Background: an optimization exercise with open tools, aiming at small area, a short achievable clock period and few clock cycles per item. Do not read the settings as production practice.
The RTL of this run was laid out without a check of its function.
Power and IR drop assume default switching activity.

===== constraint.sdc =====
create_clock -name core_clock -period 5.0 [get_ports {clk}]
set_input_delay 1.0000 -clock core_clock [delete_from_list [all_inputs] [get_ports {clk}]]
set_output_delay 1.0000 -clock core_clock [all_outputs]
set_load 0.01 [all_outputs]

===== flow/run.sh =====
#!/bin/bash
# The standard layout (the standard.sh: its synthesis, floorplan, placement, CTS and routing
# unchanged), with the port buffers that global placement inserts made buf_1 cells instead of the
# default delay-buffer cells (every input and output port still gets its own buffer), and timing
# repair limited to resizing, swapping and removing buffers.
set -euo pipefail
bash standard.sh "BUFFER_PORTS_ARGS=-buffer_cell sky130_fd_sc_hd__buf_1" \
  "SETUP_MOVE_SEQUENCE=unbuffer,sizeup,swap" finish > standard_make.log 2>&1

===== design.v =====
package bfl_pkg;
  localparam int unsigned MAX_NAME_BYTES_DEF = 16;
  localparam int unsigned OFFSET_BITS_DEF    = 24;
  localparam int unsigned OUT_OFS_W  = 24;
  localparam int unsigned NAME_IDX_W = 5;
  localparam logic [1:0] REG_NAME_LOW  = 2'd0;
  localparam logic [1:0] REG_NAME_HIGH = 2'd1;
  localparam logic [1:0] REG_NAME_LEN  = 2'd2;
  localparam logic [1:0] ST_FOUND     = 2'd0;
  localparam logic [1:0] ST_NOT_FOUND = 2'd1;
  localparam logic [1:0] ST_BAD_TYPE  = 2'd2;
  localparam logic [1:0] ST_TRUNCATED = 2'd3;
  localparam logic [7:0] SZ_LEN  = 8'h80;
  localparam logic [7:0] SZ_LEN4 = 8'h84;
  localparam logic [7:0] SZ_LEN5 = 8'h85;
  localparam logic [7:0] SZ_NONE = 8'hff;
  localparam logic [7:0] TYPE_STRING  = 8'd2;
  localparam logic [7:0] TYPE_BINDATA = 8'd5;
  localparam logic [7:0] TYPE_REGEX   = 8'd11;
  localparam logic [7:0] TYPE_DBREF   = 8'd12;
  localparam logic [7:0] TYPE_CODE    = 8'd13;
  localparam logic [7:0] TYPE_SYMBOL  = 8'd14;
  localparam logic [7:0] TYPE_CWS     = 8'd15;
  typedef enum logic [3:0] {
    PH_HEADER = 4'd0,
    PH_TYPE   = 4'd1,
    PH_NAME   = 4'd2,
    PH_LENGTH = 4'd3,
    PH_SKIP   = 4'd4,
    PH_REGEX1 = 4'd5,
    PH_REGEX2 = 4'd6,
    PH_IDLE   = 4'd7
  } phase_t;
  function automatic logic [7:0] size_code(input logic [7:0] t);
    logic [7:0] z;
    case (t)
      8'd0, 8'd6, 8'd10, 8'd127, 8'd255: z = 8'd0;
      8'd1, 8'd9, 8'd17, 8'd18:          z = 8'd8;
      8'd2:                              z = SZ_LEN4;
      8'd3, 8'd4:                        z = SZ_LEN;
      8'd5:                              z = SZ_LEN5;
      8'd7:                              z = 8'd12;
      8'd8:                              z = 8'd1;
      8'd16:                             z = 8'd4;
      default:                           z = SZ_NONE;
    endcase
    size_code = z;
  endfunction
  function automatic logic signed [5:0] length_adjust(input logic [7:0] t);
    logic signed [5:0] a;
    case (t)
      TYPE_STRING, TYPE_CODE, TYPE_SYMBOL: a = 6'sd0;
      TYPE_BINDATA:                        a = 6'sd1;
      TYPE_DBREF:                          a = 6'sd12;
      default:                             a = -6'sd4;
    endcase
    length_adjust = a;
  endfunction
endpackage
module bson_field_locator (
  input  logic                 clk,
  input  logic                 rst,
  input  logic                 in_valid,
  output logic                 in_ready,
  input  logic [7:0]           doc_byte,
  input  logic                 doc_last,
  output logic                 out_valid,
  input  logic                 out_ready,
  output logic [1:0]           status,
  output logic [bfl_pkg::OUT_OFS_W-1:0] element_offset,
  output logic [7:0]           element_type,
  output logic [bfl_pkg::OUT_OFS_W-1:0] value_offset,
  input  logic                 cfg_valid,
  output logic                 cfg_ready,
  input  logic [1:0]           cfg_index,
  input  logic [63:0]          cfg_data
);
  logic [63:0] name_lo, name_hi;
  logic        lo_set, hi_set;
  logic [4:0]  len_eff;             
  logic [7:0]  cur;
  logic        zero_byte, last, v_r;
  logic        p_hdr, p_type, p_name, p_len, p_skip, p_rx1, p_rx2, p_idle;
  logic [4:0]  cnt;                 
  logic        mism;                
  logic        bad;                 
  logic        flag;                
  logic [7:0]  tgt_r;               
  logic [31:0] skip;                
  logic [23:0] pos;                 
  logic [1:0]  st;
  logic        in_rdy;
  logic        in_fire, proc, emit, found, emit_fire, clear_res, ov_next;
  logic [1:0]  emit_status;
  logic        name_match, name_end, cnt3;
  logic [7:0]  tgt_next;
  assign in_ready  = in_rdy;
  assign cfg_ready = 1'b1;
  assign in_fire   = in_valid && in_rdy;
  always_ff @(posedge clk) begin
    if (cfg_valid && !rst && cfg_index == bfl_pkg::REG_NAME_LOW)  name_lo <= cfg_data;
    if (cfg_valid && !rst && cfg_index == bfl_pkg::REG_NAME_HIGH) name_hi <= cfg_data;
  end
  always_ff @(posedge clk) begin
    if (rst) begin
      lo_set  <= 1'b0;
      hi_set  <= 1'b0;
      len_eff <= 5'd1;
    end else if (cfg_valid) begin
      case (cfg_index)
        bfl_pkg::REG_NAME_LOW:  lo_set <= 1'b1;
        bfl_pkg::REG_NAME_HIGH: hi_set <= 1'b1;
        bfl_pkg::REG_NAME_LEN:  len_eff <= cfg_data[4] ? 5'd16 : {1'b0, cfg_data[3:0]};
        default: ;
      endcase
    end
  end
  always_ff @(posedge clk) begin
    if (in_fire) begin
      cur       <= doc_byte;
      zero_byte <= (doc_byte == 8'd0);
      last      <= doc_last;
    end
  end
  always_comb begin
    if (p_type) tgt_next = lo_set ? name_lo[7:0] : 8'd0;
    else begin
      case (cnt[3:0])
        4'd0:  tgt_next = lo_set ? name_lo[15:8]  : 8'd0;
        4'd1:  tgt_next = lo_set ? name_lo[23:16] : 8'd0;
        4'd2:  tgt_next = lo_set ? name_lo[31:24] : 8'd0;
        4'd3:  tgt_next = lo_set ? name_lo[39:32] : 8'd0;
        4'd4:  tgt_next = lo_set ? name_lo[47:40] : 8'd0;
        4'd5:  tgt_next = lo_set ? name_lo[55:48] : 8'd0;
        4'd6:  tgt_next = lo_set ? name_lo[63:56] : 8'd0;
        4'd7:  tgt_next = hi_set ? name_hi[7:0]   : 8'd0;
        4'd8:  tgt_next = hi_set ? name_hi[15:8]  : 8'd0;
        4'd9:  tgt_next = hi_set ? name_hi[23:16] : 8'd0;
        4'd10: tgt_next = hi_set ? name_hi[31:24] : 8'd0;
        4'd11: tgt_next = hi_set ? name_hi[39:32] : 8'd0;
        4'd12: tgt_next = hi_set ? name_hi[47:40] : 8'd0;
        4'd13: tgt_next = hi_set ? name_hi[55:48] : 8'd0;
        4'd14: tgt_next = hi_set ? name_hi[63:56] : 8'd0;
        default: tgt_next = 8'd0;
      endcase
    end
  end
  function automatic logic [3:0] fixed_size(input logic [7:0] t);
    case (t)
      8'd1, 8'd9, 8'd17, 8'd18: fixed_size = 4'd8;
      8'd7:                     fixed_size = 4'd12;
      8'd8:                     fixed_size = 4'd1;
      8'd16:                    fixed_size = 4'd4;
      default:                  fixed_size = 4'd0;
    endcase
  endfunction
  function automatic logic known_type(input logic [7:0] t);
    known_type = (t >= 8'd1 && t <= 8'd18) || t == 8'd127 || t == 8'd255;
  endfunction
  logic [7:0]  etype;
  logic        t_fixed, t_len, t_regex, a_p1, a_p12, a_m4;
  logic [3:0]  t_size;
  assign etype   = skip[31:24];        
  assign t_size  = fixed_size(etype);
  assign t_fixed = (t_size != 4'd0);
  assign t_len   = (etype >= 8'd2 && etype <= 8'd5) || (etype >= 8'd12 && etype <= 8'd15);
  assign t_regex = (etype == 8'd11);
  assign a_p1    = tgt_r[0];
  assign a_p12   = tgt_r[1];
  assign a_m4    = tgt_r[2];
  logic at_len, s_end;
  assign at_len = flag;
  assign s_end  = flag;
  assign cnt3       = (cnt[1:0] == 2'd3);
  assign name_match = !mism && at_len;
  assign name_end   = p_name && zero_byte && !last;    
  logic [31:0] nlen;
  logic        n_zero_hi, n_ones_hi, n_short, n_one;
  assign nlen      = {cur, skip[31:8]};
  assign n_zero_hi = mism && zero_byte;      
  assign n_ones_hi = bad && (cur == 8'hff);  
  always_comb begin
    if (a_m4) begin
      n_short = nlen[31] || (n_zero_hi && nlen[3:0] < 4'd5);
      n_one   = n_zero_hi && nlen[3:0] == 4'd5;
    end else if (a_p1) begin
      n_short = nlen[31];
      n_one   = n_zero_hi && nlen[3:0] == 4'd0;
    end else if (a_p12) begin
      n_short = nlen[31] && !(n_ones_hi && nlen[3:0] >= 4'd5);
      n_one   = n_ones_hi && nlen[3:0] == 4'd5;
    end else begin
      n_short = nlen[31] || (n_zero_hi && nlen[3:0] == 4'd0);
      n_one   = n_zero_hi && nlen[3:0] == 4'd1;
    end
  end
  logic s_zero_hi, s_ones_hi, s_two;
  assign s_zero_hi = (skip[31:4] == 28'd0);
  assign s_ones_hi = (skip[31:4] == {28{1'b1}});
  always_comb begin
    if (a_m4)       s_two = s_zero_hi && skip[3:0] == 4'd6;
    else if (a_p1)  s_two = s_zero_hi && skip[3:0] == 4'd1;
    else if (a_p12) s_two = s_ones_hi && skip[3:0] == 4'd6;
    else            s_two = s_zero_hi && skip[3:0] == 4'd2;
  end
  always_comb begin
    emit        = 1'b0;
    found       = 1'b0;
    emit_status = bfl_pkg::ST_NOT_FOUND;
    if (last && !p_idle) begin
      emit        = 1'b1;
      emit_status = p_type ? bfl_pkg::ST_NOT_FOUND : bfl_pkg::ST_TRUNCATED;
    end else if (p_type && zero_byte) begin
      emit = 1'b1;
    end else if (name_end && name_match) begin
      emit        = 1'b1;
      found       = 1'b1;
      emit_status = bfl_pkg::ST_FOUND;
    end else if (name_end && bad) begin
      emit        = 1'b1;
      emit_status = bfl_pkg::ST_BAD_TYPE;
    end
  end
  assign clear_res = (last && !p_idle) || (p_type && zero_byte) || (name_end && !name_match && bad);
  assign proc      = v_r && (!out_valid || p_idle || (p_hdr && !cnt3 && !last));
  assign emit_fire = proc && emit;
  assign ov_next   = emit_fire || (out_valid && !out_ready);
  always_ff @(posedge clk) begin
    if (rst) begin
      p_hdr  <= 1'b1;
      p_type <= 1'b0;
      p_name <= 1'b0;
      p_len  <= 1'b0;
      p_skip <= 1'b0;
      p_rx1  <= 1'b0;
      p_rx2  <= 1'b0;
      p_idle <= 1'b0;
    end else if (proc) begin
      if (last) begin
        p_hdr  <= 1'b1;
        p_type <= 1'b0;
        p_name <= 1'b0;
        p_len  <= 1'b0;
        p_skip <= 1'b0;
        p_rx1  <= 1'b0;
        p_rx2  <= 1'b0;
        p_idle <= 1'b0;
      end else begin
        p_hdr  <= p_hdr && !cnt3;
        p_type <= (p_hdr && cnt3) || (p_name && zero_byte && !name_match && !bad && t_size == 4'd0 &&
                   !t_len && !t_regex) || (p_len && cnt3 && n_short) || (p_skip && s_end) ||
                  (p_rx2 && zero_byte);
        p_name <= (p_type && !zero_byte) || (p_name && !zero_byte);
        p_len  <= (name_end && !name_match && t_len) || (p_len && !cnt3);
        p_skip <= (name_end && !name_match && t_fixed) || (p_len && cnt3 && !n_short) ||
                  (p_skip && !s_end);
        p_rx1  <= (name_end && !name_match && t_regex) || (p_rx1 && !zero_byte);
        p_rx2  <= (p_rx1 && zero_byte) || (p_rx2 && !zero_byte);
        p_idle <= p_idle || (p_type && zero_byte) || (name_end && (name_match || bad));
      end
    end
  end
  always_ff @(posedge clk) begin
    if (rst) begin
      cnt <= 5'd0;
    end else if (proc) begin
      if (last || p_type || (p_name && zero_byte)) cnt <= 5'd0;
      else if (p_hdr || p_name || p_len) cnt <= cnt + 5'd1;
    end
  end
  always_ff @(posedge clk) begin
    if (proc) begin
      if (p_type) begin
        mism   <= 1'b0;
        bad    <= !known_type(cur);
        flag   <= (len_eff == 5'd0);
        tgt_r  <= tgt_next;
      end
      if (p_name && !zero_byte) begin
        if (at_len || cur != tgt_r) mism <= 1'b1;
        flag   <= (cnt + 5'd1 == len_eff);
        tgt_r  <= tgt_next;
      end
      if (name_end && !name_match) begin
        flag  <= (t_size == 4'd1);
        tgt_r <= {5'd0, etype == 8'd3 || etype == 8'd4 || etype == 8'd15, etype == 8'd12, etype == 8'd5};
      end
      if (p_skip) flag <= s_two;
      if (p_len) begin
        flag <= n_one;
        if (cnt[1:0] == 2'd0) begin
          mism <= (cur[7:4] == 4'h0);
          bad  <= (cur[7:4] == 4'hf);
        end else begin
          mism <= mism && zero_byte;
          bad  <= bad && (cur == 8'hff);
        end
      end
    end
  end
  always_ff @(posedge clk) begin
    if (proc) begin
      if (p_type) skip <= {cur, pos};
      if (name_end && !name_match) begin
        skip  <= {28'd0, t_size};
      end
      if (p_len) skip <= nlen;
      if (p_skip) skip <= skip - 32'd1;
      if (clear_res) skip <= 32'd0;
    end
  end
  always_ff @(posedge clk) begin
    if (proc) begin
      if (clear_res) pos <= 24'd0;
      else if (p_hdr && cnt3) pos <= 24'd4;
      else if (!p_hdr && !p_idle) pos <= pos + 24'd1;
      if (emit) st <= emit_status;
    end
  end
  logic v_n, l_n;
  assign v_n = in_fire || (v_r && !proc);
  assign l_n = in_fire ? doc_last : last;
  always_ff @(posedge clk) begin
    if (rst) begin
      out_valid <= 1'b0;
      in_rdy    <= 1'b1;
      v_r       <= 1'b0;
    end else begin
      out_valid <= ov_next;
      v_r       <= v_n;
      in_rdy    <= !v_n || !ov_next || (emit_fire && !(last && l_n));
    end
  end
  assign status         = st;
  assign element_offset = skip[23:0];
  assign element_type   = skip[31:24];
  assign value_offset   = pos;
endmodule

===== config.mk =====
export PLATFORM = sky130hd
export DESIGN_NAME = bson_field_locator
export DESIGN_NICKNAME = bson_field_locator
export VERILOG_FILES = /design/flow/design.v
export SDC_FILE = /design/flow/constraint.sdc
export NUM_CORES = 4
export LEC_CHECK = 0
export ABC_AREA = 1
export CAP_MARGIN = 20
export CORE_MARGIN = 2
export CORE_UTILIZATION = 40
export CTS_CLUSTER_DIAMETER = 80
export CTS_CLUSTER_SIZE = 30
export SETUP_SLACK_MARGIN = 2.8
export SLEW_MARGIN = 20

===== standard.sh =====
#!/bin/bash
# synth_recipe.tcl (not shown) runs the flow's synth.tcl, then flattens the netlist and writes it again
# the make line also repeats each setting of config.mk as NAME=value (left out here)
make -C /OpenROAD-flow-scripts/flow DESIGN_CONFIG=/design/flow/config.mk WORK_HOME=/design/flow/orfs CLKGATE_MAP_FILE= SYNTH_SCRIPT=/design/flow/synth_recipe.tcl "${@:-finish}"

==> results.toml <==
[yosys]
synthTopCellsByArea = "edfxtp_1 (54%), nand2_1 (10%), nor2_1 (4.3%), dfxtp_1 (4.2%), inv_1 (4.0%)"
netlist.area_leader.share = 0.5396
async_flop_share = 0
synth_edf_count = 206
synthMostInstantiatedCell = "nand2_1"
yosys_register_bits = 230
synth_common_cells = "nand2_1 (312), edfxtp_1 (206), nor2_1 (130), inv_1 (123), a21oi_1 (87)"
synth.yosys.seq_area_share = 0.5815
yosysWarningCount = 1
synth.net_count = 1336
syn_area_um2 = 11460
synth_area_per_cell_um2 = 9.185
synth_cells = 1248
ys.flop_type = "edfxtp_1"
synth_top_cell_by_area = "edfxtp_1"
synth_cell_types = 46

[worst_setup_path]
end_kind = "flip-flop"
timing.critical_path.slowest_stage_cell = "clkinvlp_4"
slowest_delay_ns = 0.62
crit_chain = "nand2_2, nor2_4, nand2_2, buf_12, inv_6, buf_12, nand2_8, nand2_8, buf_16, o21ai_4, clkinvlp_4"
cp.buffers_inverters = 5
path_max_fanout = 32
required_ns = 5.00
cp_data_arrival_time_ns = 2.80
startpoint_type = "flip-flop"
cpLargestDelayFamily = "buffers and inverters"
crit_type = "flip-flop to flip-flop"

[placement]
hpwl_um = 23400
io_buffer_count = 139
place_congestion = 0.9099
post_dp_cell_area_um2 = 12420

[status]
status = "no timing/DRC/antenna violations"

[sta]
worst_slew_pin_slew_ns = 0.9676
max_slew_margin = 0.3549
rsz0062_at_grt = "true"
fmax_mhz = 357.0
setup_viol = 0
fin_crit_sh = 0.5602
layout_min_cycle_time_ns = 2.801
skew_ns = 0.04352
final-max-slew-violation-count = 0
hold_violations = 0
tns_ns = 0

[finish]
nets = 1466
area_growth_pct = 16.15
n_fill_cell = 2702
seq_area_um2 = 6676
fin_area_um2 = 13320
multiInputGateArea_um2 = 4534
drive_gt1_frac = 0.09452

[power_and_ir_drop]
p_leak_nw = 4.695
max-vdd-ir-drop_mv = 0.2485
powerDensity_nw_per_um2 = 292.7
total_power_mw = 3.897

[grt]
grt-ovfl-total = 0
grt_max_degree = 66
track_usage = 0.2137
antenna_found_initial = 2
grt_pass1_wl_um = 50560
grt_pass1_vias = 8868

[die]
start_util = 0.4093
dieArea_um2 = 30030
core_area_um2 = 28010
io_pins = 141
row_count = 61
dieWidth_um = 173.3
dieHeight_um = 173.3

[clocking]
worstSkewPairLatency_ns = 0.52
cts.sinks = 230
clk_path_buf_depth = 3
cts_setup_buffers = 0
root_buffer = "clkbuf_16"
cts_tree = "done"
clk_pin_slew_ns = 0.11
cts_buffers = 14
htreeDepth = 1

[routing]
routed_wl_um = 33020
drc = 0
ant_nets = 0
drt-initial-drc-count = 963
vias = 9548
first_pass_iters = 6
wl_per_cell_um = 18.71
via_per_inst = 5.410

[job]
cap_violations = 0

[min_path]
hp-class = "flip-flop to flip-flop"
## cells in the final DEF (no fill, tap or decap), types with 10 or more instances in the layout
cell type,instances
a21oi_1,86
buf_1,133
clkbuf_16,14
dfxtp_1,20
edfxtp_1,206
inv_1,111
nand2_1,303
nand2_2,10
nand3_1,78
nand4_1,40
nor2_1,105
nor2_2,10
nor2_4,23
nor3_1,27
o211ai_1,10
o21ai_0,57
or2_2,10
xor2_1,19
## registers in the layout (all words and copies together), names as in the netlist, 5 cells and up
signal / count
name_hi: 64
pos: 24
skip: 32
len_eff: 5
cnt: 5
cur: 8
tgt_r: 8
name_lo: 64
## power by group
part | internal, mW | leakage (nW) | total (mW) | switching, mW
Combinational | 0.107 | 2.36 | 0.345 | 0.239
Clock | 0.579 | 0.237 | 1.30 | 0.726
Sequential | 2.17 | 2.10 | 2.25 | 0.0738
## layer usage
layer | GRT usage | share of wire
met1 | 0.3112 | 0.45
met2 | 0.3328 | 0.45
met3 | 0.02961 | 0.071
met5 | 0 | 0.00039
met4 | 0.06391 | 0.026
## logic make-up (layout without fill, tap and decap cells)
kind of cell / after synthesis / count (layout) / share of synthesized area
other: 1 / 2 / 0.0003271
AND/OR/NAND/NOR: 630 / 630 / 0.2403
XOR/XNOR: 24 / 24 / 0.01834
adder cells (fa/ha/maj): 8 / 8 / 0.008732
buffers and inverters: 157 / 295 / 0.05381
flip-flops: 230 / 230 / 0.5815
AO/OA/AOI/OAI: 198 / 198 / 0.09692
## worst paths after layout
kind                                 from      end  slack [ns]  depth (start not counted)
worst max register to register  zero_byte  skip[7]        2.20                         11
worst max-delay path            zero_byte  skip[7]        2.20                         11
worst min-delay path                p_rx1    p_rx1        0.47                          2
worst min register to register      p_rx1    p_rx1        0.47                          2
## worst reg2reg max path, stage by stage (launching register included)
cell        delay [ns]
edfxtp_1          0.51
nand2_2           0.17
nor2_4            0.05
nand2_2           0.08
buf_12            0.15
inv_6             0.04
buf_12            0.15
nand2_8           0.08
nand2_8           0.07
buf_16            0.19
o21ai_4           0.16
clkinvlp_4        0.62
## cell type report
| class | instances | share of cell area |
|---|---|---|
| well taps | 378 | 0.03552 |
| inverters | 124 | 0.03702 |
| repair buffers | 147 | 0.04867 |
| diodes | 1 | 0.0001879 |
| multi-input cells | 861 | 0.3405 |
| clock buffers | 16 | 0.02763 |
| flip-flops and latches | 230 | 0.5014 |
| clock inverters | 8 | 0.009021 |
## stage by stage
stage                     std cells  hold WS [ns]  setup WS [ns]    util
after floorplan                1248        0.4288          1.350       -
after global placement         1740        0.4495          1.797  0.4432
after detailed placement       1740        0.4533          1.709  0.4432
after CTS                      1764        0.4681          2.202  0.4680
after global routing           1764        0.4864          2.014  0.4753
final                          1765        0.4680          2.199  0.4754
## timing repair
| action | CTS | global route |
|---|---|---|
| pin swaps | 4 | 23 |
| hold buffers | 0 | 0 |
| endpoints found under the setup margin | 265 | 130 |
| gates resized for setup | 62 | 61 |

## afterwards: timing with drivers on the ports
The results above use ideal ports. As a check the final layout listed here was re-extracted and re-timed, cells and wires unchanged. Step 1: set_driving_cell puts a clkbuf_16 on clk and a buf_2 on each other input, an assumption about the parent block. Step 2 adds t to the input delays and takes it off the output delays; t is the mean of the earliest and latest rising clock arrival at the registers after step 1. Input paths then give back, and output paths get back, about the clock's delay inside the block. Three values: ideal ports, drivers, drivers and shift; two values: the first two.
shift t [ns]: 0.546
slack for setup (ns): 2.199 / 2.199 / 2.199
latest minus earliest clock arrival (ns): 0.043 / 0.044
slew at the worst register clock pin (ns): 0.11 / 0.11
pins driven straight from the clock port: 1
After both steps setup and hold are still met in this run. The setup slack of this run moves by 0.000 ns with the drivers and by 0.000 ns with both steps.
